What follows belongs to an exercise in optimizing a design on an open flow for small area and a short achievable clock period; a production flow would make more cautious choices.
Only simulation tests tie the RTL to the original design; equivalence was not proved.
Power is estimated from default activity; no workload was simulated.

==> flow/design.v <==
package servo_pkg;
	localparam int ADC_W = 16;
	localparam int SIGNAL_W = 24;
	localparam int COEF_W = 18;
	localparam int COEF_FRAC = 16;
	localparam int DAC_W = 16;
	localparam int WB_AW = 4;
	localparam int WB_DW = 32;
	localparam logic [WB_DW-1:0] FW_VERSION = 32'h0000_0012;
	typedef enum logic [WB_AW-1:0] {
		REG_VERSION = 4'd0,
		REG_CONTROL = 4'd1,
		REG_A1_0    = 4'd2,
		REG_B0_0    = 4'd3,
		REG_B1_0    = 4'd4,
		REG_A1_1    = 4'd5,
		REG_B0_1    = 4'd6,
		REG_B1_1    = 4'd7
	} reg_addr_e;
endpackage
`timescale 1ns/1ns
module iir_first_order #(
	parameter int ADC_W     = servo_pkg::ADC_W,
	parameter int SIGNAL_W  = servo_pkg::SIGNAL_W,
	parameter int COEF_W    = servo_pkg::COEF_W,
	parameter int COEF_FRAC = servo_pkg::COEF_FRAC
) (
	input  logic                        clk1,
	input  logic                        i_rst_n,
	input  logic                        i_load,
	input  logic                        i_first,
	input  logic                        i_update,
	input  logic                        i_on,
	input  logic signed [COEF_W-1:0]    i_a1,
	input  logic signed [COEF_W-1:0]    i_b0,
	input  logic signed [COEF_W-1:0]    i_b1,
	input  logic signed [ADC_W-1:0]     i_sample,
	output logic signed [SIGNAL_W-1:0]  o_signal,
	input  logic                        i_park,
	input  logic [SIGNAL_W-1:0]         i_park_val,
	output logic [SIGNAL_W-1:0]         o_park
);
	localparam int SW = COEF_W + 1;    
	localparam int AW = 25;            
	localparam int TW = AW + 4;        
	logic [SW-1:0]              sa, sb, sc;
	logic signed [ADC_W-1:0]    x;
	logic signed [ADC_W-1:0]    xp;
	logic [AW-1:0]              acc_s, acc_c;
	logic [3:0]                 low;
	logic ld_on, ld, sh, pk;
	logic [SW-1:0] pk_a, pk_b;
	assign ld_on = i_load & i_on;
	assign ld = i_load;
	assign sh = ~i_load & ~i_park;
	assign pk = i_park;
	assign pk_a = {i_park_val[2*(SW-7)-1:SW-7], 7'd0};
	assign pk_b = {i_park_val[SW-8:0], 7'd0};
	always_ff @(posedge clk1) begin
		sa <= ({SW{ld_on}} & {i_a1, 1'b0}) | ({SW{pk}} & pk_a) | ({SW{sh}} & {{4{sa[SW-1]}}, sa[SW-1:4]});
		sb <= ({SW{ld_on}} & {i_b0, 1'b0}) | ({SW{ld & ~i_on}} & SW'(1 << (COEF_FRAC + 1)))
			| ({SW{pk}} & pk_b) | ({SW{sh}} & {{4{sb[SW-1]}}, sb[SW-1:4]});
		sc <= ({SW{ld_on}} & {i_b1, 1'b0}) | ({SW{sh}} & {{4{sc[SW-1]}}, sc[SW-1:4]});
		x <= ({ADC_W{ld}} & i_sample) | ({ADC_W{~ld}} & x);
	end
	assign o_park = {sa[SW-1:7], sb[SW-1:7]};
	logic [2:0] da0, da1, db0, db1, dc0, dc1;    
	function automatic logic [2:0] booth(input logic [2:0] b);
		booth[0] = b[1] ^ b[0];
		booth[1] = b[2] ? (~b[1] & ~b[0]) : (b[1] & b[0]);
		booth[2] = b[2];
	endfunction
	assign da0 = booth(sa[2:0]);
	assign da1 = booth(sa[4:2]);
	assign db0 = booth(sb[2:0]);
	assign db1 = booth(sb[4:2]);
	assign dc0 = booth(sc[2:0]);
	assign dc1 = booth(sc[4:2]);
	function automatic logic [SIGNAL_W:0] pp_y(input logic [2:0] d, input logic [SIGNAL_W-1:0] m);
		logic [SIGNAL_W:0] me;
		logic [SIGNAL_W:0] p;
		me = {m[SIGNAL_W-1], m};
		p = ({(SIGNAL_W+1){d[0]}} & me) | ({(SIGNAL_W+1){d[1]}} & {me[SIGNAL_W-1:0], 1'b0});
		p = p ^ {(SIGNAL_W+1){d[2]}};
		pp_y = {~p[SIGNAL_W], p[SIGNAL_W-1:0]};
	endfunction
	function automatic logic [ADC_W:0] pp_x(input logic [2:0] d, input logic [ADC_W-1:0] m);
		logic [ADC_W:0] me;
		logic [ADC_W:0] p;
		me = {m[ADC_W-1], m};
		p = ({(ADC_W+1){d[0]}} & me) | ({(ADC_W+1){d[1]}} & {me[ADC_W-1:0], 1'b0});
		p = p ^ {(ADC_W+1){d[2]}};
		pp_x = {~p[ADC_W], p[ADC_W-1:0]};
	endfunction
	logic [SIGNAL_W:0] pa0, pa1;
	logic [ADC_W:0]    pb0, pb1, pc0, pc1;
	assign pa0 = pp_y(da0, o_signal);
	assign pa1 = pp_y(da1, o_signal);
	assign pb0 = pp_x(db0, x);
	assign pb1 = pp_x(db1, x);
	assign pc0 = pp_x(dc0, xp);
	assign pc1 = pp_x(dc1, xp);
	logic [AW-1:0] s_in, c_in;
	logic [AW-1:0] s_out, c_out;
	logic [3:0]    low_out;
	assign s_in = i_first ? (AW'(1) << 24) : acc_s;
	assign c_in = i_first ? '0 : acc_c;
	iir_heap heap_i (
		.s_in(s_in),
		.c_in(c_in),
		.pa0(pa0),
		.pa1(pa1),
		.na0(da0[2]),
		.na1(da1[2]),
		.pb0(pb0),
		.pb1(pb1),
		.pc0(pc0),
		.pc1(pc1),
		.nb0(db0[2]),
		.nb1(db1[2]),
		.nc0(dc0[2]),
		.nc1(dc1[2]),
		.o_low(low_out),
		.o_s(s_out),
		.o_c(c_out)
	);
	always_ff @(posedge clk1) begin
		acc_s <= s_out;
		acc_c <= c_out;
		low <= low_out;
	end
	logic [SIGNAL_W-1:0] hi;
	logic [SIGNAL_W+3:0] y_raw;
	logic [SIGNAL_W-1:0] y_sat;
	assign hi = acc_s[SIGNAL_W-1:0] + acc_c[SIGNAL_W-1:0];
	assign y_raw = {hi, low};
	always_comb begin
		if (y_raw[SIGNAL_W+3:SIGNAL_W-1] == {5{y_raw[SIGNAL_W+3]}}) begin
			y_sat = y_raw[SIGNAL_W-1:0];
		end else if (y_raw[SIGNAL_W+3]) begin
			y_sat = {1'b1, {(SIGNAL_W-1){1'b0}}};
		end else begin
			y_sat = {1'b0, {(SIGNAL_W-1){1'b1}}};
		end
	end
	logic up, keep;
	assign up = i_rst_n & i_update;
	assign keep = i_rst_n & ~i_update;
	always_ff @(posedge clk1) begin
		o_signal <= ({SIGNAL_W{up}} & y_sat) | ({SIGNAL_W{keep}} & o_signal);
		xp <= ({ADC_W{up}} & x) | ({ADC_W{keep}} & xp);
	end
endmodule
module iir_heap (
	input  logic [24:0] s_in,
	input  logic [24:0] c_in,
	input  logic [24:0] pa0,
	input  logic [24:0] pa1,
	input  logic na0,
	input  logic na1,
	input  logic [16:0] pb0,
	input  logic [16:0] pb1,
	input  logic [16:0] pc0,
	input  logic [16:0] pc1,
	input  logic nb0,
	input  logic nb1,
	input  logic nc0,
	input  logic nc1,
	output logic [3:0] o_low,
	output logic [24:0] o_s,
	output logic [24:0] o_c
);
	logic h1;
	logic h2;
	logic h3;
	logic h4;
	logic h5;
	logic h6;
	logic h7;
	logic h8;
	logic h9;
	logic h10;
	logic h11;
	logic h12;
	logic h13;
	logic h14;
	logic h15;
	logic h16;
	logic h17;
	logic h18;
	logic h19;
	logic h20;
	logic h21;
	logic h22;
	logic h23;
	logic h24;
	logic h25;
	logic h26;
	logic h27;
	logic h28;
	logic h29;
	logic h30;
	logic h31;
	logic h32;
	logic h33;
	logic h34;
	logic h35;
	logic h36;
	logic h37;
	logic h38;
	logic h39;
	logic h40;
	logic h41;
	logic h42;
	logic h43;
	logic h44;
	logic h45;
	logic h46;
	logic h47;
	logic h48;
	logic h49;
	logic h50;
	logic h51;
	logic h52;
	logic h53;
	logic h54;
	logic h55;
	logic h56;
	logic h57;
	logic h58;
	logic h59;
	logic h60;
	logic h61;
	logic h62;
	logic h63;
	logic h64;
	logic h65;
	logic h66;
	logic h67;
	logic h68;
	logic h69;
	logic h70;
	logic h71;
	logic h72;
	logic h73;
	logic h74;
	logic h75;
	logic h76;
	logic h77;
	logic h78;
	logic h79;
	logic h80;
	logic h81;
	logic h82;
	logic h83;
	logic h84;
	logic h85;
	logic h86;
	logic h87;
	logic h88;
	logic h89;
	logic h90;
	logic h91;
	logic h92;
	logic h93;
	logic h94;
	logic h95;
	logic h96;
	logic h97;
	logic h98;
	logic h99;
	logic h100;
	logic h101;
	logic h102;
	logic h103;
	logic h104;
	logic h105;
	logic h106;
	logic h107;
	logic h108;
	logic h109;
	logic h110;
	logic h111;
	logic h112;
	logic h113;
	logic h114;
	logic h115;
	logic h116;
	logic h117;
	logic h118;
	logic h119;
	logic h120;
	logic h121;
	logic h122;
	logic h123;
	logic h124;
	logic h125;
	logic h126;
	logic h127;
	logic h128;
	logic h129;
	logic h130;
	logic h131;
	logic h132;
	logic h133;
	logic h134;
	logic h135;
	logic h136;
	logic h137;
	logic h138;
	logic h139;
	logic h140;
	logic h141;
	logic h142;
	logic h143;
	logic h144;
	logic h145;
	logic h146;
	logic h147;
	logic h148;
	logic h149;
	logic h150;
	logic h151;
	logic h152;
	logic h153;
	logic h154;
	logic h155;
	logic h156;
	logic h157;
	logic h158;
	logic h159;
	logic h160;
	logic h161;
	logic h162;
	logic h163;
	logic h164;
	logic h165;
	logic h166;
	logic h167;
	logic h168;
	logic h169;
	logic h170;
	logic h171;
	logic h172;
	logic h173;
	logic h174;
	logic h175;
	logic h176;
	logic h177;
	logic h178;
	logic h179;
	logic h180;
	logic h181;
	logic h182;
	logic h183;
	logic h184;
	logic h185;
	logic h186;
	logic h187;
	logic h188;
	logic h189;
	logic h190;
	logic h191;
	logic h192;
	logic h193;
	logic h194;
	logic h195;
	logic h196;
	logic h197;
	logic h198;
	logic h199;
	logic h200;
	logic h201;
	logic h202;
	logic h203;
	logic h204;
	logic h205;
	logic h206;
	logic h207;
	logic h208;
	logic h209;
	logic h210;
	logic h211;
	logic h212;
	logic h213;
	logic h214;
	logic h215;
	logic h216;
	logic h217;
	logic h218;
	logic h219;
	logic h220;
	logic h221;
	logic h222;
	logic h223;
	logic h224;
	logic h225;
	logic h226;
	logic h227;
	logic h228;
	logic h229;
	logic h230;
	logic h231;
	logic h232;
	logic h233;
	logic h234;
	logic h235;
	logic h236;
	logic h237;
	logic h238;
	logic h239;
	logic h240;
	logic h241;
	logic h242;
	logic h243;
	logic h244;
	logic h245;
	logic h246;
	logic h247;
	logic h248;
	logic h249;
	logic h250;
	logic h251;
	logic h252;
	logic h253;
	logic h254;
	logic h255;
	logic h256;
	logic h257;
	logic h258;
	logic h259;
	logic h260;
	logic h261;
	logic h262;
	logic h263;
	logic h264;
	logic h265;
	logic h266;
	logic h267;
	logic h268;
	logic h269;
	logic h270;
	logic h271;
	logic h272;
	logic h273;
	logic h274;
	logic h275;
	logic h276;
	logic h277;
	logic h278;
	logic h279;
	logic h280;
	logic h281;
	logic h282;
	logic h283;
	logic h284;
	logic h285;
	logic h286;
	logic h287;
	logic h288;
	logic h289;
	logic h290;
	assign h1 = c_in[0] ^ s_in[0] ^ na0;
	assign h2 = (c_in[0] & s_in[0]) | (c_in[0] & na0) | (s_in[0] & na0);
	assign h3 = h1 ^ pa0[0];
	assign h4 = h1 & pa0[0];
	assign h5 = c_in[1] ^ s_in[1] ^ h2;
	assign h6 = (c_in[1] & s_in[1]) | (c_in[1] & h2) | (s_in[1] & h2);
	assign h7 = pa0[1] ^ h4 ^ h5;
	assign h8 = (pa0[1] & h4) | (pa0[1] & h5) | (h4 & h5);
	assign h9 = c_in[2] ^ s_in[2] ^ na1;
	assign h10 = (c_in[2] & s_in[2]) | (c_in[2] & na1) | (s_in[2] & na1);
	assign h11 = h9 ^ pa0[2] ^ pa1[0];
	assign h12 = (h9 & pa0[2]) | (h9 & pa1[0]) | (pa0[2] & pa1[0]);
	assign h13 = h6 ^ h11 ^ h8;
	assign h14 = (h6 & h11) | (h6 & h8) | (h11 & h8);
	assign h15 = c_in[3] ^ s_in[3] ^ h10;
	assign h16 = (c_in[3] & s_in[3]) | (c_in[3] & h10) | (s_in[3] & h10);
	assign h17 = pa0[3] ^ pa1[1] ^ h12;
	assign h18 = (pa0[3] & pa1[1]) | (pa0[3] & h12) | (pa1[1] & h12);
	assign h19 = h15 ^ h17 ^ h14;
	assign h20 = (h15 & h17) | (h15 & h14) | (h17 & h14);
	assign h21 = c_in[4] ^ s_in[4] ^ pa0[4];
	assign h22 = (c_in[4] & s_in[4]) | (c_in[4] & pa0[4]) | (s_in[4] & pa0[4]);
	assign h23 = pa1[2] ^ h16 ^ h21;
	assign h24 = (pa1[2] & h16) | (pa1[2] & h21) | (h16 & h21);
	assign h25 = h18 ^ h23;
	assign h26 = h18 & h23;
	assign h27 = c_in[5] ^ s_in[5] ^ pa0[5];
	assign h28 = (c_in[5] & s_in[5]) | (c_in[5] & pa0[5]) | (s_in[5] & pa0[5]);
	assign h29 = pa1[3] ^ h22 ^ h27;
	assign h30 = (pa1[3] & h22) | (pa1[3] & h27) | (h22 & h27);
	assign h31 = h24 ^ h29;
	assign h32 = h24 & h29;
	assign h33 = c_in[6] ^ s_in[6] ^ pa0[6];
	assign h34 = (c_in[6] & s_in[6]) | (c_in[6] & pa0[6]) | (s_in[6] & pa0[6]);
	assign h35 = pa1[4] ^ h28 ^ h33;
	assign h36 = (pa1[4] & h28) | (pa1[4] & h33) | (h28 & h33);
	assign h37 = h30 ^ h35;
	assign h38 = h30 & h35;
	assign h39 = c_in[7] ^ s_in[7] ^ pa0[7];
	assign h40 = (c_in[7] & s_in[7]) | (c_in[7] & pa0[7]) | (s_in[7] & pa0[7]);
	assign h41 = pa1[5] ^ h34 ^ h39;
	assign h42 = (pa1[5] & h34) | (pa1[5] & h39) | (h34 & h39);
	assign h43 = h36 ^ h41;
	assign h44 = h36 & h41;
	assign h45 = c_in[8] ^ s_in[8] ^ nb0;
	assign h46 = (c_in[8] & s_in[8]) | (c_in[8] & nb0) | (s_in[8] & nb0);
	assign h47 = nc0 ^ h45 ^ pa0[8];
	assign h48 = (nc0 & h45) | (nc0 & pa0[8]) | (h45 & pa0[8]);
	assign h49 = pa1[6] ^ pb0[0] ^ pc0[0];
	assign h50 = (pa1[6] & pb0[0]) | (pa1[6] & pc0[0]) | (pb0[0] & pc0[0]);
	assign h51 = h40 ^ h47 ^ h49;
	assign h52 = (h40 & h47) | (h40 & h49) | (h47 & h49);
	assign h53 = h42 ^ h51;
	assign h54 = h42 & h51;
	assign h55 = c_in[9] ^ s_in[9] ^ h46;
	assign h56 = (c_in[9] & s_in[9]) | (c_in[9] & h46) | (s_in[9] & h46);
	assign h57 = pa0[9] ^ pa1[7] ^ pb0[1];
	assign h58 = (pa0[9] & pa1[7]) | (pa0[9] & pb0[1]) | (pa1[7] & pb0[1]);
	assign h59 = pc0[1] ^ h48 ^ h50;
	assign h60 = (pc0[1] & h48) | (pc0[1] & h50) | (h48 & h50);
	assign h61 = h55 ^ h57 ^ h52;
	assign h62 = (h55 & h57) | (h55 & h52) | (h57 & h52);
	assign h63 = h59 ^ h54;
	assign h64 = h59 & h54;
	assign h65 = c_in[10] ^ s_in[10] ^ nb1;
	assign h66 = (c_in[10] & s_in[10]) | (c_in[10] & nb1) | (s_in[10] & nb1);
	assign h67 = nc1 ^ h65 ^ pa0[10];
	assign h68 = (nc1 & h65) | (nc1 & pa0[10]) | (h65 & pa0[10]);
	assign h69 = pa1[8] ^ pb0[2] ^ pb1[0];
	assign h70 = (pa1[8] & pb0[2]) | (pa1[8] & pb1[0]) | (pb0[2] & pb1[0]);
	assign h71 = pc0[2] ^ pc1[0] ^ h56;
	assign h72 = (pc0[2] & pc1[0]) | (pc0[2] & h56) | (pc1[0] & h56);
	assign h73 = h58 ^ h67 ^ h69;
	assign h74 = (h58 & h67) | (h58 & h69) | (h67 & h69);
	assign h75 = h60 ^ h71 ^ h73;
	assign h76 = (h60 & h71) | (h60 & h73) | (h71 & h73);
	assign h77 = h62 ^ h64;
	assign h78 = h62 & h64;
	assign h79 = c_in[11] ^ s_in[11] ^ h66;
	assign h80 = (c_in[11] & s_in[11]) | (c_in[11] & h66) | (s_in[11] & h66);
	assign h81 = pa0[11] ^ pa1[9] ^ pb0[3];
	assign h82 = (pa0[11] & pa1[9]) | (pa0[11] & pb0[3]) | (pa1[9] & pb0[3]);
	assign h83 = pb1[1] ^ pc0[3] ^ pc1[1];
	assign h84 = (pb1[1] & pc0[3]) | (pb1[1] & pc1[1]) | (pc0[3] & pc1[1]);
	assign h85 = h68 ^ h70 ^ h79;
	assign h86 = (h68 & h70) | (h68 & h79) | (h70 & h79);
	assign h87 = h81 ^ h83 ^ h72;
	assign h88 = (h81 & h83) | (h81 & h72) | (h83 & h72);
	assign h89 = h74 ^ h85 ^ h87;
	assign h90 = (h74 & h85) | (h74 & h87) | (h85 & h87);
	assign h91 = h76 ^ h78;
	assign h92 = h76 & h78;
	assign h93 = c_in[12] ^ s_in[12] ^ pa0[12];
	assign h94 = (c_in[12] & s_in[12]) | (c_in[12] & pa0[12]) | (s_in[12] & pa0[12]);
	assign h95 = pa1[10] ^ pb0[4] ^ pb1[2];
	assign h96 = (pa1[10] & pb0[4]) | (pa1[10] & pb1[2]) | (pb0[4] & pb1[2]);
	assign h97 = pc0[4] ^ pc1[2] ^ h80;
	assign h98 = (pc0[4] & pc1[2]) | (pc0[4] & h80) | (pc1[2] & h80);
	assign h99 = h82 ^ h84 ^ h93;
	assign h100 = (h82 & h84) | (h82 & h93) | (h84 & h93);
	assign h101 = h95 ^ h86 ^ h97;
	assign h102 = (h95 & h86) | (h95 & h97) | (h86 & h97);
	assign h103 = h99 ^ h88 ^ h101;
	assign h104 = (h99 & h88) | (h99 & h101) | (h88 & h101);
	assign h105 = h90 ^ h103;
	assign h106 = h90 & h103;
	assign h107 = c_in[13] ^ s_in[13] ^ pa0[13];
	assign h108 = (c_in[13] & s_in[13]) | (c_in[13] & pa0[13]) | (s_in[13] & pa0[13]);
	assign h109 = pa1[11] ^ pb0[5] ^ pb1[3];
	assign h110 = (pa1[11] & pb0[5]) | (pa1[11] & pb1[3]) | (pb0[5] & pb1[3]);
	assign h111 = pc0[5] ^ pc1[3] ^ h94;
	assign h112 = (pc0[5] & pc1[3]) | (pc0[5] & h94) | (pc1[3] & h94);
	assign h113 = h96 ^ h107 ^ h109;
	assign h114 = (h96 & h107) | (h96 & h109) | (h107 & h109);
	assign h115 = h98 ^ h100 ^ h111;
	assign h116 = (h98 & h100) | (h98 & h111) | (h100 & h111);
	assign h117 = h113 ^ h102 ^ h115;
	assign h118 = (h113 & h102) | (h113 & h115) | (h102 & h115);
	assign h119 = h104 ^ h117;
	assign h120 = h104 & h117;
	assign h121 = c_in[14] ^ s_in[14] ^ pa0[14];
	assign h122 = (c_in[14] & s_in[14]) | (c_in[14] & pa0[14]) | (s_in[14] & pa0[14]);
	assign h123 = pa1[12] ^ pb0[6] ^ pb1[4];
	assign h124 = (pa1[12] & pb0[6]) | (pa1[12] & pb1[4]) | (pb0[6] & pb1[4]);
	assign h125 = pc0[6] ^ pc1[4] ^ h108;
	assign h126 = (pc0[6] & pc1[4]) | (pc0[6] & h108) | (pc1[4] & h108);
	assign h127 = h110 ^ h121 ^ h123;
	assign h128 = (h110 & h121) | (h110 & h123) | (h121 & h123);
	assign h129 = h112 ^ h114 ^ h125;
	assign h130 = (h112 & h114) | (h112 & h125) | (h114 & h125);
	assign h131 = h127 ^ h116 ^ h129;
	assign h132 = (h127 & h116) | (h127 & h129) | (h116 & h129);
	assign h133 = h118 ^ h131;
	assign h134 = h118 & h131;
	assign h135 = c_in[15] ^ s_in[15] ^ pa0[15];
	assign h136 = (c_in[15] & s_in[15]) | (c_in[15] & pa0[15]) | (s_in[15] & pa0[15]);
	assign h137 = pa1[13] ^ pb0[7] ^ pb1[5];
	assign h138 = (pa1[13] & pb0[7]) | (pa1[13] & pb1[5]) | (pb0[7] & pb1[5]);
	assign h139 = pc0[7] ^ pc1[5] ^ h122;
	assign h140 = (pc0[7] & pc1[5]) | (pc0[7] & h122) | (pc1[5] & h122);
	assign h141 = h124 ^ h135 ^ h137;
	assign h142 = (h124 & h135) | (h124 & h137) | (h135 & h137);
	assign h143 = h126 ^ h128 ^ h139;
	assign h144 = (h126 & h128) | (h126 & h139) | (h128 & h139);
	assign h145 = h141 ^ h130 ^ h143;
	assign h146 = (h141 & h130) | (h141 & h143) | (h130 & h143);
	assign h147 = h132 ^ h145;
	assign h148 = h132 & h145;
	assign h149 = c_in[16] ^ s_in[16] ^ pa0[16];
	assign h150 = (c_in[16] & s_in[16]) | (c_in[16] & pa0[16]) | (s_in[16] & pa0[16]);
	assign h151 = pa1[14] ^ pb0[8] ^ pb1[6];
	assign h152 = (pa1[14] & pb0[8]) | (pa1[14] & pb1[6]) | (pb0[8] & pb1[6]);
	assign h153 = pc0[8] ^ pc1[6] ^ h136;
	assign h154 = (pc0[8] & pc1[6]) | (pc0[8] & h136) | (pc1[6] & h136);
	assign h155 = h138 ^ h149 ^ h151;
	assign h156 = (h138 & h149) | (h138 & h151) | (h149 & h151);
	assign h157 = h140 ^ h142 ^ h153;
	assign h158 = (h140 & h142) | (h140 & h153) | (h142 & h153);
	assign h159 = h155 ^ h144 ^ h157;
	assign h160 = (h155 & h144) | (h155 & h157) | (h144 & h157);
	assign h161 = h146 ^ h159;
	assign h162 = h146 & h159;
	assign h163 = c_in[17] ^ s_in[17] ^ pa0[17];
	assign h164 = (c_in[17] & s_in[17]) | (c_in[17] & pa0[17]) | (s_in[17] & pa0[17]);
	assign h165 = pa1[15] ^ pb0[9] ^ pb1[7];
	assign h166 = (pa1[15] & pb0[9]) | (pa1[15] & pb1[7]) | (pb0[9] & pb1[7]);
	assign h167 = pc0[9] ^ pc1[7] ^ h150;
	assign h168 = (pc0[9] & pc1[7]) | (pc0[9] & h150) | (pc1[7] & h150);
	assign h169 = h152 ^ h163 ^ h165;
	assign h170 = (h152 & h163) | (h152 & h165) | (h163 & h165);
	assign h171 = h154 ^ h156 ^ h167;
	assign h172 = (h154 & h156) | (h154 & h167) | (h156 & h167);
	assign h173 = h169 ^ h158 ^ h171;
	assign h174 = (h169 & h158) | (h169 & h171) | (h158 & h171);
	assign h175 = h160 ^ h173;
	assign h176 = h160 & h173;
	assign h177 = c_in[18] ^ s_in[18] ^ pa0[18];
	assign h178 = (c_in[18] & s_in[18]) | (c_in[18] & pa0[18]) | (s_in[18] & pa0[18]);
	assign h179 = pa1[16] ^ pb0[10] ^ pb1[8];
	assign h180 = (pa1[16] & pb0[10]) | (pa1[16] & pb1[8]) | (pb0[10] & pb1[8]);
	assign h181 = pc0[10] ^ pc1[8] ^ h164;
	assign h182 = (pc0[10] & pc1[8]) | (pc0[10] & h164) | (pc1[8] & h164);
	assign h183 = h166 ^ h177 ^ h179;
	assign h184 = (h166 & h177) | (h166 & h179) | (h177 & h179);
	assign h185 = h168 ^ h170 ^ h181;
	assign h186 = (h168 & h170) | (h168 & h181) | (h170 & h181);
	assign h187 = h183 ^ h172 ^ h185;
	assign h188 = (h183 & h172) | (h183 & h185) | (h172 & h185);
	assign h189 = h174 ^ h187;
	assign h190 = h174 & h187;
	assign h191 = c_in[19] ^ s_in[19] ^ pa0[19];
	assign h192 = (c_in[19] & s_in[19]) | (c_in[19] & pa0[19]) | (s_in[19] & pa0[19]);
	assign h193 = pa1[17] ^ pb0[11] ^ pb1[9];
	assign h194 = (pa1[17] & pb0[11]) | (pa1[17] & pb1[9]) | (pb0[11] & pb1[9]);
	assign h195 = pc0[11] ^ pc1[9] ^ h178;
	assign h196 = (pc0[11] & pc1[9]) | (pc0[11] & h178) | (pc1[9] & h178);
	assign h197 = h180 ^ h191 ^ h193;
	assign h198 = (h180 & h191) | (h180 & h193) | (h191 & h193);
	assign h199 = h182 ^ h184 ^ h195;
	assign h200 = (h182 & h184) | (h182 & h195) | (h184 & h195);
	assign h201 = h197 ^ h186 ^ h199;
	assign h202 = (h197 & h186) | (h197 & h199) | (h186 & h199);
	assign h203 = h188 ^ h201;
	assign h204 = h188 & h201;
	assign h205 = c_in[20] ^ s_in[20] ^ pa0[20];
	assign h206 = (c_in[20] & s_in[20]) | (c_in[20] & pa0[20]) | (s_in[20] & pa0[20]);
	assign h207 = pa1[18] ^ pb0[12] ^ pb1[10];
	assign h208 = (pa1[18] & pb0[12]) | (pa1[18] & pb1[10]) | (pb0[12] & pb1[10]);
	assign h209 = pc0[12] ^ pc1[10] ^ h192;
	assign h210 = (pc0[12] & pc1[10]) | (pc0[12] & h192) | (pc1[10] & h192);
	assign h211 = h194 ^ h205 ^ h207;
	assign h212 = (h194 & h205) | (h194 & h207) | (h205 & h207);
	assign h213 = h196 ^ h198 ^ h209;
	assign h214 = (h196 & h198) | (h196 & h209) | (h198 & h209);
	assign h215 = h211 ^ h200 ^ h213;
	assign h216 = (h211 & h200) | (h211 & h213) | (h200 & h213);
	assign h217 = h202 ^ h215;
	assign h218 = h202 & h215;
	assign h219 = c_in[21] ^ s_in[21] ^ pa0[21];
	assign h220 = (c_in[21] & s_in[21]) | (c_in[21] & pa0[21]) | (s_in[21] & pa0[21]);
	assign h221 = pa1[19] ^ pb0[13] ^ pb1[11];
	assign h222 = (pa1[19] & pb0[13]) | (pa1[19] & pb1[11]) | (pb0[13] & pb1[11]);
	assign h223 = pc0[13] ^ pc1[11] ^ h206;
	assign h224 = (pc0[13] & pc1[11]) | (pc0[13] & h206) | (pc1[11] & h206);
	assign h225 = h208 ^ h219 ^ h221;
	assign h226 = (h208 & h219) | (h208 & h221) | (h219 & h221);
	assign h227 = h210 ^ h212 ^ h223;
	assign h228 = (h210 & h212) | (h210 & h223) | (h212 & h223);
	assign h229 = h225 ^ h214 ^ h227;
	assign h230 = (h225 & h214) | (h225 & h227) | (h214 & h227);
	assign h231 = h216 ^ h229;
	assign h232 = h216 & h229;
	assign h233 = c_in[22] ^ s_in[22] ^ pa0[22];
	assign h234 = (c_in[22] & s_in[22]) | (c_in[22] & pa0[22]) | (s_in[22] & pa0[22]);
	assign h235 = pa1[20] ^ pb0[14] ^ pb1[12];
	assign h236 = (pa1[20] & pb0[14]) | (pa1[20] & pb1[12]) | (pb0[14] & pb1[12]);
	assign h237 = pc0[14] ^ pc1[12] ^ h220;
	assign h238 = (pc0[14] & pc1[12]) | (pc0[14] & h220) | (pc1[12] & h220);
	assign h239 = h222 ^ h233 ^ h235;
	assign h240 = (h222 & h233) | (h222 & h235) | (h233 & h235);
	assign h241 = h224 ^ h226 ^ h237;
	assign h242 = (h224 & h226) | (h224 & h237) | (h226 & h237);
	assign h243 = h239 ^ h228 ^ h241;
	assign h244 = (h239 & h228) | (h239 & h241) | (h228 & h241);
	assign h245 = h230 ^ h243;
	assign h246 = h230 & h243;
	assign h247 = c_in[23] ^ s_in[23] ^ pa0[23];
	assign h248 = (c_in[23] & s_in[23]) | (c_in[23] & pa0[23]) | (s_in[23] & pa0[23]);
	assign h249 = pa1[21] ^ pb0[15] ^ pb1[13];
	assign h250 = (pa1[21] & pb0[15]) | (pa1[21] & pb1[13]) | (pb0[15] & pb1[13]);
	assign h251 = pc0[15] ^ pc1[13] ^ h234;
	assign h252 = (pc0[15] & pc1[13]) | (pc0[15] & h234) | (pc1[13] & h234);
	assign h253 = h236 ^ h247 ^ h249;
	assign h254 = (h236 & h247) | (h236 & h249) | (h247 & h249);
	assign h255 = h238 ^ h240 ^ h251;
	assign h256 = (h238 & h240) | (h238 & h251) | (h240 & h251);
	assign h257 = h253 ^ h242 ^ h255;
	assign h258 = (h253 & h242) | (h253 & h255) | (h242 & h255);
	assign h259 = h244 ^ h257;
	assign h260 = h244 & h257;
	assign h261 = c_in[24] ^ s_in[24] ^ pa0[24];
	assign h262 = (c_in[24] & s_in[24]) | (c_in[24] & pa0[24]) | (s_in[24] & pa0[24]);
	assign h263 = pa1[22] ^ pb0[16] ^ pb1[14];
	assign h264 = (pa1[22] & pb0[16]) | (pa1[22] & pb1[14]) | (pb0[16] & pb1[14]);
	assign h265 = pc0[16] ^ pc1[14] ^ h248;
	assign h266 = (pc0[16] & pc1[14]) | (pc0[16] & h248) | (pc1[14] & h248);
	assign h267 = h250 ^ h261 ^ h263;
	assign h268 = (h250 & h261) | (h250 & h263) | (h261 & h263);
	assign h269 = h252 ^ h254 ^ h265;
	assign h270 = (h252 & h254) | (h252 & h265) | (h254 & h265);
	assign h271 = h267 ^ h256 ^ h269;
	assign h272 = (h267 & h256) | (h267 & h269) | (h256 & h269);
	assign h273 = h258 ^ h271;
	assign h274 = h258 & h271;
	assign h275 = pa1[23] ^ pb1[15] ^ pc1[15];
	assign h276 = (pa1[23] & pb1[15]) | (pa1[23] & pc1[15]) | (pb1[15] & pc1[15]);
	assign h277 = h262 ^ h264 ^ h275;
	assign h278 = (h262 & h264) | (h262 & h275) | (h264 & h275);
	assign h279 = h266 ^ h268 ^ h277;
	assign h280 = (h266 & h268) | (h266 & h277) | (h268 & h277);
	assign h281 = h270 ^ h279 ^ h272;
	assign h282 = (h270 & h279) | (h270 & h272) | (h279 & h272);
	assign h283 = pa1[24] ^ pb1[16] ^ pc1[16];
	assign h284 = (pa1[24] & pb1[16]) | (pa1[24] & pc1[16]) | (pb1[16] & pc1[16]);
	assign h285 = h276 ^ h283 ^ h278;
	assign h286 = (h276 & h283) | (h276 & h278) | (h283 & h278);
	assign h287 = h280 ^ h285;
	assign h288 = h280 & h285;
	assign h289 = h284 ^ h286;
	assign h290 = h284 & h286;
	assign o_low[0] = h3;
	assign o_low[1] = h7;
	assign o_low[2] = h13;
	assign o_low[3] = h19;
	assign o_s[0] = h25;
	assign o_c[0] = h20;
	assign o_s[1] = h26;
	assign o_c[1] = h31;
	assign o_s[2] = h32;
	assign o_c[2] = h37;
	assign o_s[3] = h38;
	assign o_c[3] = h43;
	assign o_s[4] = h44;
	assign o_c[4] = h53;
	assign o_s[5] = h61;
	assign o_c[5] = h63;
	assign o_s[6] = h75;
	assign o_c[6] = h77;
	assign o_s[7] = h89;
	assign o_c[7] = h91;
	assign o_s[8] = h92;
	assign o_c[8] = h105;
	assign o_s[9] = h106;
	assign o_c[9] = h119;
	assign o_s[10] = h120;
	assign o_c[10] = h133;
	assign o_s[11] = h134;
	assign o_c[11] = h147;
	assign o_s[12] = h148;
	assign o_c[12] = h161;
	assign o_s[13] = h162;
	assign o_c[13] = h175;
	assign o_s[14] = h176;
	assign o_c[14] = h189;
	assign o_s[15] = h190;
	assign o_c[15] = h203;
	assign o_s[16] = h204;
	assign o_c[16] = h217;
	assign o_s[17] = h218;
	assign o_c[17] = h231;
	assign o_s[18] = h232;
	assign o_c[18] = h245;
	assign o_s[19] = h246;
	assign o_c[19] = h259;
	assign o_s[20] = h260;
	assign o_c[20] = h273;
	assign o_s[21] = h274;
	assign o_c[21] = h281;
	assign o_s[22] = h287;
	assign o_c[22] = h282;
	assign o_s[23] = h288;
	assign o_c[23] = h289;
	assign o_s[24] = h290;
	assign o_c[24] = 1'b0;
endmodule
`timescale 1ns/1ns
module channel_diff #(
	parameter int SIGNAL_W = servo_pkg::SIGNAL_W,
	parameter int DAC_W    = servo_pkg::DAC_W
) (
	input  logic signed [SIGNAL_W-1:0]  i_sig0,
	input  logic signed [SIGNAL_W-1:0]  i_sig1,
	output logic signed [SIGNAL_W-1:0]  o_error_d
);
	localparam logic signed [SIGNAL_W-1:0] SIG_MAX = {1'b0, {(SIGNAL_W-1){1'b1}}};
	localparam logic signed [SIGNAL_W-1:0] SIG_MIN = {1'b1, {(SIGNAL_W-1){1'b0}}};
	logic signed [SIGNAL_W:0]   diff;
	logic signed [SIGNAL_W-1:0] diff_sat;
	assign diff = i_sig0 - i_sig1;
	always_comb begin
		if (diff[SIGNAL_W] == diff[SIGNAL_W-1]) begin
			diff_sat = diff[SIGNAL_W-1:0];
		end else if (diff[SIGNAL_W]) begin
			diff_sat = SIG_MIN;
		end else begin
			diff_sat = SIG_MAX;
		end
	end
	assign o_error_d = diff_sat;
endmodule
`timescale 1ns/1ns
module servo_regs #(
	parameter int COEF_W = servo_pkg::COEF_W
) (
	input  logic                          clk1,
	input  logic                          i_rst_n,
	input  logic                          i_wb_cyc,
	input  logic                          i_wb_stb,
	input  logic                          i_wb_we,
	input  logic [servo_pkg::WB_AW-1:0]   i_wb_adr,
	input  logic [servo_pkg::WB_DW-1:0]   i_wb_dat,
	output logic [servo_pkg::WB_DW-1:0]   o_wb_dat,
	output logic                          o_wb_ack,
	output logic                          o_filt_on0,
	output logic                          o_filt_on1,
	output logic signed [COEF_W-1:0]      o_a1_0,
	output logic signed [COEF_W-1:0]      o_b0_0,
	output logic signed [COEF_W-1:0]      o_b1_0,
	output logic signed [COEF_W-1:0]      o_a1_1,
	output logic signed [COEF_W-1:0]      o_b0_1,
	output logic signed [COEF_W-1:0]      o_b1_1,
	output logic [1:0]                    o_afe_gain0,
	output logic [1:0]                    o_afe_gain1
);
	logic                      wb_new;
	logic                      wr;
	logic [1:0]                on_q;
	logic [3:0]                gain_q;
	logic signed [COEF_W-1:0]  a1_0_q, b0_0_q, b1_0_q, a1_1_q, b0_1_q, b1_1_q;
	logic [COEF_W-1:0]         rd_lo;
	logic                      rd_hi;
	logic [COEF_W-1:0]         rd_lo_q;
	logic                      rd_hi_q;
	assign wb_new = i_wb_cyc & i_wb_stb & ~o_wb_ack;
	assign wr = wb_new & i_wb_we;
	always_ff @(posedge clk1 or negedge i_rst_n) begin
		if (!i_rst_n) begin
			o_wb_ack <= 1'b0;
			gain_q <= '0;
		end else begin
			o_wb_ack <= wb_new;
			if (wr && i_wb_adr == 4'd1) gain_q <= i_wb_dat[5:2];
		end
	end
	logic [6:0] ld, hold;
	always_comb begin
		for (int i = 0; i < 7; i++) begin
			ld[i] = i_rst_n & wr & (i_wb_adr == 4'(i + 1));
			hold[i] = i_rst_n & ~(wr & (i_wb_adr == 4'(i + 1)));
		end
	end
	always_ff @(posedge clk1) begin
		on_q <= ({2{ld[0]}} & i_wb_dat[1:0]) | ({2{hold[0]}} & on_q);
		a1_0_q <= ({COEF_W{ld[1]}} & i_wb_dat[COEF_W-1:0]) | ({COEF_W{hold[1]}} & a1_0_q);
		b0_0_q <= ({COEF_W{ld[2]}} & i_wb_dat[COEF_W-1:0]) | ({COEF_W{hold[2]}} & b0_0_q);
		b1_0_q <= ({COEF_W{ld[3]}} & i_wb_dat[COEF_W-1:0]) | ({COEF_W{hold[3]}} & b1_0_q);
		a1_1_q <= ({COEF_W{ld[4]}} & i_wb_dat[COEF_W-1:0]) | ({COEF_W{hold[4]}} & a1_1_q);
		b0_1_q <= ({COEF_W{ld[5]}} & i_wb_dat[COEF_W-1:0]) | ({COEF_W{hold[5]}} & b0_1_q);
		b1_1_q <= ({COEF_W{ld[6]}} & i_wb_dat[COEF_W-1:0]) | ({COEF_W{hold[6]}} & b1_1_q);
	end
	always_comb begin
		rd_lo = '0;
		rd_hi = 1'b0;
		case (i_wb_adr)
			4'd0: rd_lo = COEF_W'(servo_pkg::FW_VERSION);
			4'd1: rd_lo = COEF_W'({gain_q, on_q});
			4'd2: begin rd_lo = a1_0_q; rd_hi = a1_0_q[COEF_W-1]; end
			4'd3: begin rd_lo = b0_0_q; rd_hi = b0_0_q[COEF_W-1]; end
			4'd4: begin rd_lo = b1_0_q; rd_hi = b1_0_q[COEF_W-1]; end
			4'd5: begin rd_lo = a1_1_q; rd_hi = a1_1_q[COEF_W-1]; end
			4'd6: begin rd_lo = b0_1_q; rd_hi = b0_1_q[COEF_W-1]; end
			4'd7: begin rd_lo = b1_1_q; rd_hi = b1_1_q[COEF_W-1]; end
			default: begin
			end
		endcase
	end
	always_ff @(posedge clk1) begin
		rd_lo_q <= rd_lo;
		rd_hi_q <= rd_hi;
	end
	assign o_wb_dat = {{(servo_pkg::WB_DW-COEF_W){rd_hi_q}}, rd_lo_q};
	assign o_filt_on0 = on_q[0];
	assign o_filt_on1 = on_q[1];
	assign o_a1_0 = a1_0_q;
	assign o_b0_0 = b0_0_q;
	assign o_b1_0 = b1_0_q;
	assign o_a1_1 = a1_1_q;
	assign o_b0_1 = b0_1_q;
	assign o_b1_1 = b1_1_q;
	assign o_afe_gain0 = ~gain_q[1:0];
	assign o_afe_gain1 = ~gain_q[3:2];
endmodule
`timescale 1ns/1ns
module servo_top #(
	parameter int ADC_W     = servo_pkg::ADC_W,
	parameter int SIGNAL_W  = servo_pkg::SIGNAL_W,
	parameter int COEF_W    = servo_pkg::COEF_W,
	parameter int COEF_FRAC = servo_pkg::COEF_FRAC,
	parameter int DAC_W     = servo_pkg::DAC_W
) (
	input  logic                          clk1,
	input  logic                          i_rst_n,
	input  logic                          i_wb_cyc,
	input  logic                          i_wb_stb,
	input  logic                          i_wb_we,
	input  logic [servo_pkg::WB_AW-1:0]   i_wb_adr,
	input  logic [servo_pkg::WB_DW-1:0]   i_wb_dat,
	output logic [servo_pkg::WB_DW-1:0]   o_wb_dat,
	output logic                          o_wb_ack,
	input  logic signed [ADC_W-1:0]       i_adc0,
	input  logic signed [ADC_W-1:0]       i_adc1,
	input  logic                          i_sample_valid,
	output logic signed [DAC_W-1:0]       o_dac_word,
	output logic                          o_dac_valid,
	output logic signed [SIGNAL_W-1:0]    o_error,
	output logic [1:0]                    o_afe_gain0,
	output logic [1:0]                    o_afe_gain1
);
	logic                       filt_on0;
	logic                       filt_on1;
	logic signed [COEF_W-1:0]   a1_0;
	logic signed [COEF_W-1:0]   b0_0;
	logic signed [COEF_W-1:0]   b1_0;
	logic signed [COEF_W-1:0]   a1_1;
	logic signed [COEF_W-1:0]   b0_1;
	logic signed [COEF_W-1:0]   b1_1;
	servo_regs #(
		.COEF_W(COEF_W)
	) regs_i (
		.clk1(clk1),
		.i_rst_n(i_rst_n),
		.i_wb_cyc(i_wb_cyc),
		.i_wb_stb(i_wb_stb),
		.i_wb_we(i_wb_we),
		.i_wb_adr(i_wb_adr),
		.i_wb_dat(i_wb_dat),
		.o_wb_dat(o_wb_dat),
		.o_wb_ack(o_wb_ack),
		.o_filt_on0(filt_on0),
		.o_filt_on1(filt_on1),
		.o_a1_0(a1_0),
		.o_b0_0(b0_0),
		.o_b1_0(b1_0),
		.o_a1_1(a1_1),
		.o_b0_1(b0_1),
		.o_b1_1(b1_1),
		.o_afe_gain0(o_afe_gain0),
		.o_afe_gain1(o_afe_gain1)
	);
	logic [2:0] step;
	always_ff @(posedge clk1 or negedge i_rst_n) begin
		if (!i_rst_n) begin
			step <= '0;
			o_dac_valid <= 1'b0;
		end else begin
			step <= (step == 3'd0) ? {2'b00, i_sample_valid} : step + 3'd1;
			o_dac_valid <= (step == 3'd7);
		end
	end
	logic load, first, update, park;
	assign load = (step == 3'd0);
	assign first = (step == 3'd1);
	assign update = (step == 3'd6);
	assign park = (step == 3'd7);
	logic signed [SIGNAL_W-1:0] sig0;
	logic signed [SIGNAL_W-1:0] sig1;
	logic signed [SIGNAL_W-1:0] err_d;
	iir_first_order #(
		.ADC_W(ADC_W),
		.SIGNAL_W(SIGNAL_W),
		.COEF_W(COEF_W),
		.COEF_FRAC(COEF_FRAC)
	) iir0_i (
		.clk1(clk1),
		.i_rst_n(i_rst_n),
		.i_load(load),
		.i_first(first),
		.i_update(update),
		.i_on(filt_on0),
		.i_a1(a1_0),
		.i_b0(b0_0),
		.i_b1(b1_0),
		.i_sample(i_adc0),
		.o_signal(sig0),
		.i_park(park),
		.i_park_val(err_d),
		.o_park(o_error)
	);
	iir_first_order #(
		.ADC_W(ADC_W),
		.SIGNAL_W(SIGNAL_W),
		.COEF_W(COEF_W),
		.COEF_FRAC(COEF_FRAC)
	) iir1_i (
		.clk1(clk1),
		.i_rst_n(i_rst_n),
		.i_load(load),
		.i_first(first),
		.i_update(update),
		.i_on(filt_on1),
		.i_a1(a1_1),
		.i_b0(b0_1),
		.i_b1(b1_1),
		.i_sample(i_adc1),
		.o_signal(sig1),
		.i_park(1'b0),
		.i_park_val('0),
		.o_park()
	);
	channel_diff #(
		.SIGNAL_W(SIGNAL_W),
		.DAC_W(DAC_W)
	) diff_i (
		.i_sig0(sig0),
		.i_sig1(sig1),
		.o_error_d(err_d)
	);
	assign o_dac_word = o_error[SIGNAL_W-1 -: DAC_W];
endmodule
==> flow/flow/run.sh <==
#!/bin/bash
# The standard layout (standard.sh: ORFS with the standard synthesis),
# with these changes to how the layout is made:
#  - the port buffers are plain buf_1 cells (upsized by repair where needed),
#  - buffers that synthesis added are removed before placement,
#  - placement packs cells more densely,
#  - clock tree leaf clusters of up to 24 sinks,
#  - timing repair aims for more setup slack than the 16 ns clock needs.
# The SDC (clock period and I/O delays) is the standard flow's, unchanged.
# Make's output goes to make.log; ORFS writes each tool's full log under
# orfs/logs, copied to logs_orfs at the end.
set -uo pipefail
cd "$(dirname "$0")/.."
bash standard.sh \
  "BUFFER_PORTS_ARGS=-buffer_cell sky130_fd_sc_hd__buf_1" \
  REMOVE_ABC_BUFFERS=1 \
  PLACE_DENSITY=0.8 \
  "CTS_ARGS=-sink_clustering_enable -repair_clock_nets -sink_clustering_size 16 -sink_clustering_max_diameter 150 -sink_clustering_buffer sky130_fd_sc_hd__clkbuf_8" \
  SETUP_SLACK_MARGIN=11.62 \
  finish > make.log 2>&1
status=$?
cp -r orfs/logs logs_orfs 2>/dev/null
exit $status
==> flow/standard.sh <==
#!/bin/bash
# synth_recipe.tcl (not shown) runs the flow's synth.tcl, then flattens the netlist and writes it again
# the make line also repeats each setting of config.mk as NAME=value (left out here)
make -C /OpenROAD-flow-scripts/flow DESIGN_CONFIG=/design/flow/config.mk WORK_HOME=/design/flow/orfs CLKGATE_MAP_FILE= SYNTH_SCRIPT=/design/flow/synth_recipe.tcl "${@:-finish}"
==> flow/config.mk <==
export PLATFORM = sky130hd
export DESIGN_NAME = servo_top
export DESIGN_NICKNAME = servo_top
export VERILOG_FILES = /design/flow/design.v
export SDC_FILE = /design/flow/constraint.sdc
export NUM_CORES = 4
export LEC_CHECK = 0
export CAP_MARGIN = 20
export CORE_MARGIN = 2
export CORE_UTILIZATION = 40
export SLEW_MARGIN = 20
==> flow/constraint.sdc <==
create_clock -name core_clock -period 16.0 [get_ports {clk1}]
set_input_delay 3.2000 -clock core_clock [delete_from_list [all_inputs] [get_ports {clk1}]]
set_output_delay 3.2000 -clock core_clock [all_outputs]
set_load 0.01 [all_outputs]
==> results of run 1 <==
-- sequential cells by signal, indices dropped and copies added (netlist names), 19 cells and up, named ones only --
name and count:
iir1_i.sb 19, iir1_i.o_signal 24, iir1_i.sc 19, iir0_i.o_signal 24, iir0_i.acc_c 24, iir0_i.sc 19
iir0_i.sb 19, iir0_i.sa 19, iir1_i.acc_c 24, iir1_i.acc_s 25, iir0_i.acc_s 25, iir1_i.sa 19
-- repair_timing --
item / in CTS / in global routing
setup buffers: 6 / 8
hold buffers: 0 / 0
endpoints found under the setup margin: 281 / 141
gates cloned: 0 / 2
hold endpoints to repair: 0 / 0
pin swaps: 3 / 0
resized for setup: 54 / 30
-- per-stage QoR --
stage	setup WS (ns)	instances	instance area [µm²]	util, %	power, mW
after detailed placement	10.25	3899	30800	41.5	5.87
final	11.60	3966	31800	42.8	6.60
after global placement	10.32	3899	30800	41.5	5.68
after global routing	11.56	3964	31800	42.8	7.20
after CTS	11.62	3954	31600	42.6	6.56
after floorplan	7.83	2762	28800	-	4.66
-- metal layers --
layer,vias to the layer above,routed length [µm]
met4,0,3650
met2,1202,37200
li1,10200,-
met5,-,0
met1,11200,31500
met3,201,6630
-- critical path, cell delays in order --
cell                       delay, ns
sky130_fd_sc_hd__buf_2          0.32
sky130_fd_sc_hd__nand2b_4       0.24
sky130_fd_sc_hd__nor3_4         0.08
sky130_fd_sc_hd__buf_4          0.22
sky130_fd_sc_hd__a221oi_1       0.46
sky130_fd_sc_hd__o21ai_0        0.26
-- path summary, 6_finish.rpt --
path                                        from                           end  slack [ns]  cells after the start
setup / recovery                     i_wb_adr[0]     regs_i.rd_lo_q[2]$_DFF_P_       11.60                      6
hold / removal             iir1_i.sa[12]$_DFF_P_          iir1_i.sa[8]$_DFF_P_        0.39                      2
setup reg to reg               step[0]$_DFF_PN0_       iir0_i.acc_c[8]$_DFF_P_       11.74                     14
hold reg to reg            iir1_i.sa[12]$_DFF_P_          iir1_i.sa[8]$_DFF_P_        0.39                      2
max in group asynchronous                i_rst_n  regs_i.gain_q[1]$_DFFE_PN0P_       13.11                      2
min in group asynchronous                i_rst_n             step[0]$_DFF_PN0_        2.61                      2
-- final cells by class --
cell class | count | area share [%]
Tap cell | 969 | 3.81
Inverter | 311 | 3.67
Clock inverter | 1 | 0.0354
Sequential cell | 470 | 30.9
Timing Repair Buffer | 182 | 2.89
Multi-Input combinational cell | 1983 | 56.8
Antenna cell | 2 | 0.0157
Clock buffer | 48 | 1.91
-- synth_stat cells, types with 13 or more instances --
cell and number:
sky130_fd_sc_hd__a21oi_1 72, sky130_fd_sc_hd__inv_1 301, sky130_fd_sc_hd__o21ai_0 61, sky130_fd_sc_hd__buf_2 13, sky130_fd_sc_hd__nand2_1 228, sky130_fd_sc_hd__o211ai_1 16
sky130_fd_sc_hd__dfxtp_1 429, sky130_fd_sc_hd__a221o_1 43, sky130_fd_sc_hd__ha_1 149, sky130_fd_sc_hd__a22oi_1 267, sky130_fd_sc_hd__nand2b_1 15, sky130_fd_sc_hd__a21o_1 30
sky130_fd_sc_hd__edfxtp_1 32, sky130_fd_sc_hd__nand3_1 68, sky130_fd_sc_hd__buf_4 57, sky130_fd_sc_hd__nor2_1 39, sky130_fd_sc_hd__and2_1 68, sky130_fd_sc_hd__nor3_1 22
sky130_fd_sc_hd__xnor2_1 259, sky130_fd_sc_hd__nor2b_1 15, sky130_fd_sc_hd__fa_1 243, sky130_fd_sc_hd__buf_1 19, sky130_fd_sc_hd__mux2_2 19, sky130_fd_sc_hd__xor2_1 38
sky130_fd_sc_hd__clkbuf_1 131, sky130_fd_sc_hd__a22o_1 169
-- cell families (layout without fill, tap and decap cells) --
logic type / Yosys count / count (layout) / synth area share [%]
AOI/OAI and AO/OA: 763 / 764 / 19.4
adders and majority gates: 394 / 394 / 22.6
buffers and inverters: 536 / 542 / 7.62
xor gates and xnor gates: 297 / 297 / 8.70
DFF: 470 / 470 / 32.7
muxes: 24 / 24 / 0.883
and+or+nand+nor: 503 / 504 / 8.14
other: 0 / 2 / 0
-- where the power goes --
part           leakage [nW]  internal, mW  switching, mW  total [mW]
sequential             3.91          1.48          0.267        1.75
combinational          8.65          1.69           2.50        4.19
clock                 0.311         0.250          0.405       0.655
==> summary.txt, run 1 <==
Route
  – Via count normalized by instance count: approximately 5.8
  – Via count: around 23000
  – Final WL: about 80000 µm
  – Initial DRC count: 2482
  – Number of nets still failing antenna checks after routing: 0
  – DRC: 0
  – Wirelength per Cell: 19.9 µm
  – Pre-antenna DRT Iters: 6

CTS
  – Level count of the clock H-tree: 2
  – Root Buffer: sky130_fd_sc_hd__clkbuf_16
  – Clock Sinks: 470
  – Clk buf depth: 3
  – Clock slew at reported path FFs: approximately 0.1 ns
  – Clock insertion delay at the later pin of the skew report: a little under 0.6 ns
  – Clock tree from TritonCTS: built
  – TritonCTS buffer count: 35

Pwr
  – Worst vdd rail ir drop: approximately 150 µV
  – Leakage power of the design: 12.9 nW
  – Pwr/cell area: 208 nW/µm²

Yosys
  – Area share of the largest cell type after synthesis: 28.7%
  – Cell count after synthesis: ~3000
  – Syn avg cell area: 10.0 µm²
  – Number of register bits inferred by synthesis: between 400 and 500
  – Sequential fraction of the synthesis area: about a third
  – Most instantiated flip-flop cell in the synthesis netlist: sky130_fd_sc_hd__dfxtp_1
  – Cell types occupying the most area after synthesis: sky130_fd_sc_hd__dfxtp_1, sky130_fd_sc_hd__fa_1, sky130_fd_sc_hd__xnor2_1
  – Yosys warning count: 4
  – Post-Syn Area: 29900 µm²
  – Share of flip-flops with an asynchronous set or reset after synthesis: under 10%
  – Number of enable flip-flop cells after synthesis: 32
  – Number of distinct library cells after synthesis: 85
  – Biggest area consumer among synthesized cells: sky130_fd_sc_hd__dfxtp_1

STA
  – Fin Hold WS: approximately 0.39 ns
  – Post-layout minimum cycle time: roughly 4.4 ns
  – Worst slew pin tran: roughly 1.1 ns
  – Count of pins over their slew limit: 0
  – Period Utilization, post-route: 27.5%
  – Final-layout setup total negative slack: 0 ns
  – Achievable Freq: approximately 230 MHz
  – Headroom to the max-slew limit: approximately 28%
  – Setup-failing EPs final: 0
  – Setup Skew: roughly 0.063 ns
  – Setup repair after global routing missed its margin: true
  – Final number of hold-violating endpoints: 0

Setup path
  – Startpoint class of the critical path: input port
  – CP endpoint kind: register
  – Endpoint required time on the critical path: between 15 and 20 ns
  – Largest driver fanout on the critical path: 13
  – Worst endpoint data arrival time: 4.77 ns
  – Category of the most critical setup path: input port to register

Final layout
  – # fillers: approximately 7000
  – Layout overhead on the synthesized area: 6.26%
  – Most frequent standard cell in the layout excluding fill and tap cells: sky130_fd_sc_hd__dfxtp_1
  – Storage element area: 9820 µm²
  – Proportion of layout cells with a drive suffix above 1: around 6.9%
  – Total area of multi-input combinational cells: between 15000 and 20000 µm²
  – Top library cells by usage in the layout, fill and taps aside: sky130_fd_sc_hd__dfxtp_1, sky130_fd_sc_hd__inv_1, sky130_fd_sc_hd__a22oi_1, sky130_fd_sc_hd__xnor2_1, sky130_fd_sc_hd__fa_1
  – Final-stage net count: roughly 3400

Global routing
  – GR Util met2: 33.4%
  – GR Util All Layers: between 20% and 30%
  – Largest net degree at the start of global routing: 70
  – Number of antenna violations at the first check in global routing: 0
  – Met3 track utilization from global routing: approximately 2.6%
  – GRT overflow: 0
  – Layer with the highest usage after global routing: met2
  – Met1 Use GR: about a quarter
  – First-pass GRT wire length: ~120000 µm
  – Vias in the first global route: around 22000

Flow run
  – Max-cap violation count: 0

Outcome
  – Outcome: timing/DRC/antenna clean

Min path
  – Hold Crit Class: register to register

Floorplan
  – X dimension of the die: approximately 280 µm
  – Overall die area: 77000 µm²
  – Floorplan die height: about 280 µm
  – Std-Cell Rows: 100
  – I/O pin total: approximately 150
  – Area of the core region: between 70000 and 80000 µm²
  – Initial standard-cell utilization of the core: 40.3%

Place
  – Port Buf Inserts: about 140
  – Placer's final routability congestion estimate: a little over 0.9
  – Post-DP HPWL: roughly 58000 µm
==> run 2, diff against run 1 <==
--- a/flow/flow/run.sh
+++ b/flow/flow/run.sh
@@ -15,7 +15,8 @@
   "BUFFER_PORTS_ARGS=-buffer_cell sky130_fd_sc_hd__buf_1" \
   REMOVE_ABC_BUFFERS=1 \
   PLACE_DENSITY=0.8 \
-  "CTS_ARGS=-sink_clustering_enable -repair_clock_nets -sink_clustering_size 16 -sink_clustering_max_diameter 150 -sink_clustering_buffer sky130_fd_sc_hd__clkbuf_8" \
+  CTS_CLUSTER_SIZE=24 \
+  CTS_CLUSTER_DIAMETER=150 \
   SETUP_SLACK_MARGIN=11.62 \
   finish > make.log 2>&1
 status=$?
==> run 2 against run 1 <==
  * Still clean on timing, DRC and antenna
  * Sequential share of layout area hardly changed
  * Via count about the same
  * Critical path depth decreased by 5
  * Largest power group unchanged
==> summary.txt, run 2 <==
Global routing
  – Largest net degree at the start of global routing: 70
  – Vias in the first global route: about 22000
  – First-pass GRT wire length: approximately 120000 µm
  – GR Util All Layers: between 10% and 20%
  – GRT overflow: 0
  – Number of antenna violations at the first check in global routing: 0

Pwr
  – Cell Int Power: 3.45 mW
  – Switching share of total power: a little under half
  – Worst vdd rail ir drop: about 130 µV
  – Design Power: ~6.6 mW
  – Sequential share of power: between 20% and 30%
  – Switching power summed over all nets: 3.16 mW
  – Clock network power share: approximately a tenth
  – Leakage power of the design: 12.9 nW
  – Pwr/cell area: roughly 210 nW/µm²
  – Gate power share: a little under two thirds

Route
  – DRC: 0
  – Number of nets still failing antenna checks after routing: 0
  – Wirelength per Cell: between 15 and 20 µm
  – Final WL: approximately 80000 µm
  – Initial DRC count: 2399
  – Via count: between 20000 and 25000
  – Via count normalized by instance count: between 5 and 6
  – Pre-antenna DRT Iters: 6

Floorplan
  – I/O pin total: around 150
  – Std-Cell Rows: 100
  – X dimension of the die: 277 µm
  – Overall die area: 77000 µm²
  – Initial standard-cell utilization of the core: between 40% and 50%
  – Area of the core region: 74200 µm²
  – Floorplan die height: around 280 µm

STA
  – Setup-failing EPs final: 0
  – Worst setup margin: ~12 ns
  – Final number of hold-violating endpoints: 0
  – Headroom to the max-slew limit: 31.9%
  – Post-layout minimum cycle time: about 4.4 ns
  – Fin Hold WS: approximately 0.41 ns
  – Worst slew pin tran: around 1.0 ns
  – Setup repair after global routing missed its margin: true
  – Final-layout setup total negative slack: 0 ns
  – Period Utilization, post-route: between 20 and 30%
  – Setup Skew: between 0.02 and 0.025 ns
  – Achievable Freq: between 200 and 250 MHz
  – Count of pins over their slew limit: 0

Final layout
  – Layout overhead on the synthesized area: 6.33%
  – Regs by FF count: iir0_i.acc_s (25), iir1_i.acc_s (25)
  – Final-stage net count: ~3400
  – Proportion of layout cells with a drive suffix above 1: roughly 7.1%
  – Top library cells by usage in the layout, fill and taps aside: sky130_fd_sc_hd__dfxtp_1, sky130_fd_sc_hd__inv_1, sky130_fd_sc_hd__a22oi_1, sky130_fd_sc_hd__xnor2_1, sky130_fd_sc_hd__fa_1
  – Count of antenna diodes in the layout: 0
  – Most frequent standard cell in the layout excluding fill and tap cells: sky130_fd_sc_hd__dfxtp_1

Place
  – Placer's final routability congestion estimate: just over 0.9
  – Worst Setup Slack post-DPL: approximately 10 ns
  – Post-DP HPWL: just under 60000 µm
  – Port Buf Inserts: around 140

Setup path
  – Category of the most critical setup path: register to output pin
  – Endpoint required time on the critical path: about 13 ns
  – Setup slack, reg-to-reg: approximately 12 ns
  – Worst endpoint data arrival time: about 1.2 ns
  – Critical-path cell with the highest stage delay: sky130_fd_sc_hd__dfxtp_1
  – CP top delay family: flip-flops
  – Largest driver fanout on the critical path: 2
  – Critical path's largest stage delay: about 0.43 ns
  – CP Buf/Inv Count: 1
  – Startpoint class of the critical path: register
  – CP endpoint kind: output pin
  – Worst-path cell chain: clkbuf_2

CTS
  – Clock insertion delay at the later pin of the skew report: approximately 0.59 ns
  – Clock tree from TritonCTS: built
  – Hold buffer count at cts: 0
  – TritonCTS buffer count: 23
  – Level count of the clock H-tree: 1
  – Clock Sinks: 470
  – Clk buf depth: 3
  – Clock slew at reported path FFs: approximately 0.090 ns
  – Root Buffer: sky130_fd_sc_hd__clkbuf_16

Yosys
  – Top cells by instance count after synthesis: sky130_fd_sc_hd__dfxtp_1, sky130_fd_sc_hd__inv_1, sky130_fd_sc_hd__a22oi_1, sky130_fd_sc_hd__xnor2_1, sky130_fd_sc_hd__fa_1
  – Cell types occupying the most area after synthesis: sky130_fd_sc_hd__dfxtp_1, sky130_fd_sc_hd__fa_1, sky130_fd_sc_hd__xnor2_1
  – Number of enable flip-flop cells after synthesis: 32
  – Number of register bits inferred by synthesis: 470
  – Post-Syn Area: between 20000 and 30000 µm²
  – Yosys warning count: 4
  – Area share of the largest cell type after synthesis: between 20 and 30%
  – Number of distinct library cells after synthesis: 85
  – Biggest area consumer among synthesized cells: sky130_fd_sc_hd__dfxtp_1
  – Syn avg cell area: 10.0 µm²
  – Share of flip-flops with an asynchronous set or reset after synthesis: roughly 1.9%
  – Most instantiated flip-flop cell in the synthesis netlist: sky130_fd_sc_hd__dfxtp_1
  – Sequential fraction of the synthesis area: 32.7%
  – Most instantiated library cell after synthesis: sky130_fd_sc_hd__dfxtp_1
  – Cell count after synthesis: between 2000 and 3000

Min path
  – Hold Crit Class: register to register

Outcome
  – Outcome: timing/DRC/antenna clean

Flow run
  – Max-cap violation count: 0
run 2: layer usage:
layer	vias to the layer above	global-route usage [%]	routed length, µm
met4	0	9.52	3960
met2	1183	32.9	36800
met1	11200	25.8	31700
li1	10200	-	-
met5	-	0	0
met3	211	2.72	6420
run 2: power groups by stage:
| stage | Clock [mW] | Sequential (mW) | Combinational [mW] |
|---|---|---|---|
| 5_1_grt | 0.703 | 1.77 | 4.74 |
| 2_1_floorplan | 0 | 1.67 | 2.99 |
| 3_3_place_gp | 0 | 1.76 | 3.92 |
| 3_5_place_dp | 0 | 1.76 | 4.11 |
| 6_report | 0.658 | 1.75 | 4.19 |
| 4_1_cts | 0.666 | 1.75 | 4.16 |
run 2: cell type report:
type                    instances  area (µm²)
multi-input cells            1983       18000
clock buffers                  32         609
clock inverters                 1        11.3
inverters                     311        1170
flip-flops and latches        470        9840
repair buffers                185         940
well taps                     969        1210
fillers                      6883       42400
run 2: final timing paths:
path,from,depth (start not counted),to
max in group asynchronous,i_rst_n,2,regs_i.gain_q[1]$_DFFE_PN0P_
min reg2reg,iir1_i.sb[12]$_DFF_P_,2,iir1_i.sb[8]$_DFF_P_
max,iir0_i.sb[13]$_DFF_P_,1,o_error[6]
min,iir1_i.sb[12]$_DFF_P_,2,iir1_i.sb[8]$_DFF_P_
max reg2reg,step[1]$_DFF_PN0_,15,iir0_i.acc_c[8]$_DFF_P_
min in group asynchronous,i_rst_n,2,step[0]$_DFF_PN0_
run 2: repair_timing:
action	CTS	global route
resized for setup	72	33
buffers inserted	6	11
pin swaps	2	0
gates cloned	1	1
setup endpoints to repair	305	199
run 2: logic make-up (layout without fill, tap and decap cells):
family | Yosys count | in the layout | share of synthesized area (%)
AOI/OAI and AO/OA | 763 | 764 | 19.4
buffers and inverters | 536 | 529 | 7.62
and+or+nand+nor | 503 | 504 | 8.14
DFF | 470 | 470 | 32.7
adders and majority gates | 394 | 394 | 22.6
xor gates and xnor gates | 297 | 297 | 8.70
muxes | 24 | 24 | 0.883
run 2: stage by stage:
| step | std cells | util [%] | area, µm² |
|---|---|---|---|
| 2_1_floorplan | 2762 | - | 28800 |
| 3_3_place_gp | 3899 | 41.5 | 30800 |
| 3_5_place_dp | 3899 | 41.5 | 30800 |
| 4_1_cts | 3939 | 42.7 | 31700 |
| 5_1_grt | 3951 | 42.9 | 31800 |
| 6_report | 3951 | 42.9 | 31800 |

-- afterwards: timing with drivers on the ports --
In the flow no input, the clock included, has a driving cell. The finished layouts below were timed again as built, in two steps. Step 1 sets driving cells, clkbuf_16 on the clock port and buf_2 on the other inputs (assumed; they add their load-dependent delay and slew). Step 2, shift: input delay + t, output delay - t, t = (earliest + latest rising clock arrival at the registers) / 2. This alone moves slack from input paths to output paths. Slacks: ideal / step 1 / step 2; pairs: ideal / step 1.
| run | t (ns) | setup slack, ns | worst setup path after step 2 | slew at the worst register clock pin (ns) |
|---|---|---|---|---|
| run 1 | 0.611 | 11.600 / 11.578 / 11.024 | input to register | 0.12 / 0.12 |
| run 2 | 0.635 | 11.614 / 11.554 / 11.078 | input to register | 0.11 / 0.11 |
After both steps setup and hold are still met in every run listed. The setup slack of run 1, which loses most, moves by -0.022 ns with the drivers and by -0.576 ns with both steps.
